Context: an optimization exercise on an open-source flow, tuned for small area, a short achievable clock period and few clock cycles. The choices shown serve that exercise and are no tape-out recipe.
Only simulation tests tie the RTL to the original design; equivalence was not proved.
Power is estimated from default activity; no workload was simulated.

Setup of v6:
Design conv_feeder, start of the top module:
module conv_feeder (
	input  logic        clk,
	input  logic        rst,
	input  logic        i_start,
	input  logic [5:0]  i_cols,
	input  logic [5:0]  i_rows,
	input  logic        i_stride,
	input  logic        i_valid,
	input  logic [31:0] i_data,
	output logic        o_full,
	output logic        o_valid,
	output logic [31:0] o_lane_data,
	output logic        o_done
);
	logic       busy;
	logic [5:0] g_cm1;  
	logic [5:0] g_rm1;  
	logic       g_s2;
	logic [4:0] g_ocm1;  
	logic acc_all;   
	logic acc_all2;  
	logic        s_v;
	logic [31:0] s_d;
	logic [5:0]  p_row;
	logic [5:0]  p_col;
	logic [4:0]  p_d;  
	logic [4:0] tau;
	logic [4:0] e_d;  
	logic       e_odd;  
	logic [4:0] x_rem;  
	logic [4:0] y_rem;  
	logic       last_x;
	logic       last_y;
	logic [1:0] e_r;  
	logic [1:0] e_c;  
	logic       e_done;
	logic [31:0] bw [3];
	logic [1:0]  b_cnt;
	logic [1:0]  b_lag;  
	logic m_wr_en;  
	logic [31:0] ring_a [32];
	logic [31:0] ring_b [32];
	logic idle;
	logic start;
	assign idle = !busy || (e_done && acc_all2);
	assign start = idle && i_start;
	logic [4:0] d;     
	assign d = e_d;
	logic t_is_b;  
	assign t_is_b = !g_s2 && e_odd;
  ...
make LEC_CHECK=0 CAP_MARGIN=20 CORE_MARGIN=2 CORE_UTILIZATION=40 SETUP_SLACK_MARGIN=3.5 SLEW_MARGIN=20 finish   # period 6.0 ns
run.sh (not shown) runs the stock make flow with config.mk's settings and CLKGATE_MAP_FILE= SYNTH_SCRIPT=/design/flow/synth_recipe.tcl, a recipe that flattens the netlist after the stock synthesis.
Testbench counts of v6, summed over its fixed seeds: cycles 114,913.
--- input diff v6..v7 ---
# v6
export LEC_CHECK = 0
export CAP_MARGIN = 20
export CORE_MARGIN = 2
export CORE_UTILIZATION = 40
export SETUP_SLACK_MARGIN = 3.5
export SLEW_MARGIN = 20
create_clock -name core_clock -period 6.0 [get_ports {clk}]
# v7
export LEC_CHECK = 0
export CAP_MARGIN = 20
export CORE_MARGIN = 2
export CORE_UTILIZATION = 40
export CTS_CLUSTER_DIAMETER = 100
export CTS_CLUSTER_SIZE = 34
export SETUP_SLACK_MARGIN = 3.5
export SLEW_MARGIN = 20
create_clock -name core_clock -period 6.0 [get_ports {clk}]
[summary]
- v7 finished end to end and its layout was clean on timing, DRC and antenna.
- v7 vs v6 on insertion delay of the later-clocked pin in the worst-skew pair: v7 is the lower one.
- Diff v6 -> v7 | routed metal-1 wire length | down by a few percent
- According to the power report, total power for v7 is lower than for v6.
- Between v7 and v6, it is v7 whose post-layout minimum cycle time is lower, by 0.050 ns.
- Cell area | v7 vs v6 | v7 smaller
- v7 packs its core looser than v6.
- Diff v6 -> v7 | wire length of the first global-routing pass | down by a few percent
- Diff v6 -> v7: number of clock buffers inserted by TritonCTS went down by about 60%; clock share of power went down by 15 points.


Starting RTL as in the previous note.
==> flow/config.mk <==
export PLATFORM = sky130hd
export DESIGN_NAME = conv_feeder
export DESIGN_NICKNAME = conv_feeder
export VERILOG_FILES = /design/flow/design.v
export SDC_FILE = /design/flow/constraint.sdc
export NUM_CORES = 4
export LEC_CHECK = 0
export CAP_MARGIN = 20
export CORE_MARGIN = 2
export CORE_UTILIZATION = 40
export CTS_BUF_LIST = sky130_fd_sc_hd__clkbuf_8
export CTS_CLUSTER_SIZE = 30
export SETUP_SLACK_MARGIN = 3.5
export SLEW_MARGIN = 20
==> flow/constraint.sdc <==
create_clock -name core_clock -period 6.0 [get_ports {clk}]
set_input_delay 1.2000 -clock core_clock [delete_from_list [all_inputs] [get_ports {clk}]]
set_output_delay 1.2000 -clock core_clock [all_outputs]
set_load 0.01 [all_outputs]
Testbench counts at the start, summed over its fixed seeds: cycles 114,913.
Next try:
CTS_BUF_LIST = sky130_fd_sc_hd__clkbuf_4 sky130_fd_sc_hd__clkbuf_8 sky130_fd_sc_hd__clkbuf_16   (was sky130_fd_sc_hd__clkbuf_8)
CTS_CLUSTER_SIZE = 24   (was 30)
Power goes up by 4.7%.
Via count goes down by 2.4%.
Count of clock-buffer cells in the layout goes down by 141.

afterwards: timing with drivers on the ports:
The results above use ideal ports. As a check the final layouts listed here were re-extracted and re-timed, cells and wires unchanged. Step 1 (the two cells are an assumption about what drives the block):
set clk [get_ports {clk}]
set_driving_cell -lib_cell sky130_fd_sc_hd__clkbuf_16 $clk
set_driving_cell -lib_cell sky130_fd_sc_hd__buf_2 [delete_from_list [all_inputs] $clk]
Step 2, shift: input delay + t, output delay - t, t = (earliest + latest rising clock arrival at the registers) / 2. This alone moves slack from input paths to output paths. a / b / c = ideal ports / drivers / drivers and shift; a / b = the first two.
run	shift t [ns]	slack for setup (ns)	worst hold slack (ns)	worst data-port slew with drivers (ns)	cell pins on the clock port's net
v6	0.871	3.412 / 3.336 / 2.757	0.287 / 0.287 / 0.287	0.14	1
v7	0.786	3.462 / 3.387 / 2.807	0.314 / 0.314 / 0.314	0.16	1
the first run of note 2	1.011	3.295 / 3.222 / 2.379	0.263 / 0.263 / 0.263	0.15	1
the second run of note 2	0.867	3.418 / 3.343 / 2.773	0.287 / 0.287 / 0.287	0.14	1
After both steps setup and hold are still met in every run listed. The setup slack of the first run of note 2, which loses most, moves by -0.073 ns with the drivers and by -0.916 ns with both steps.
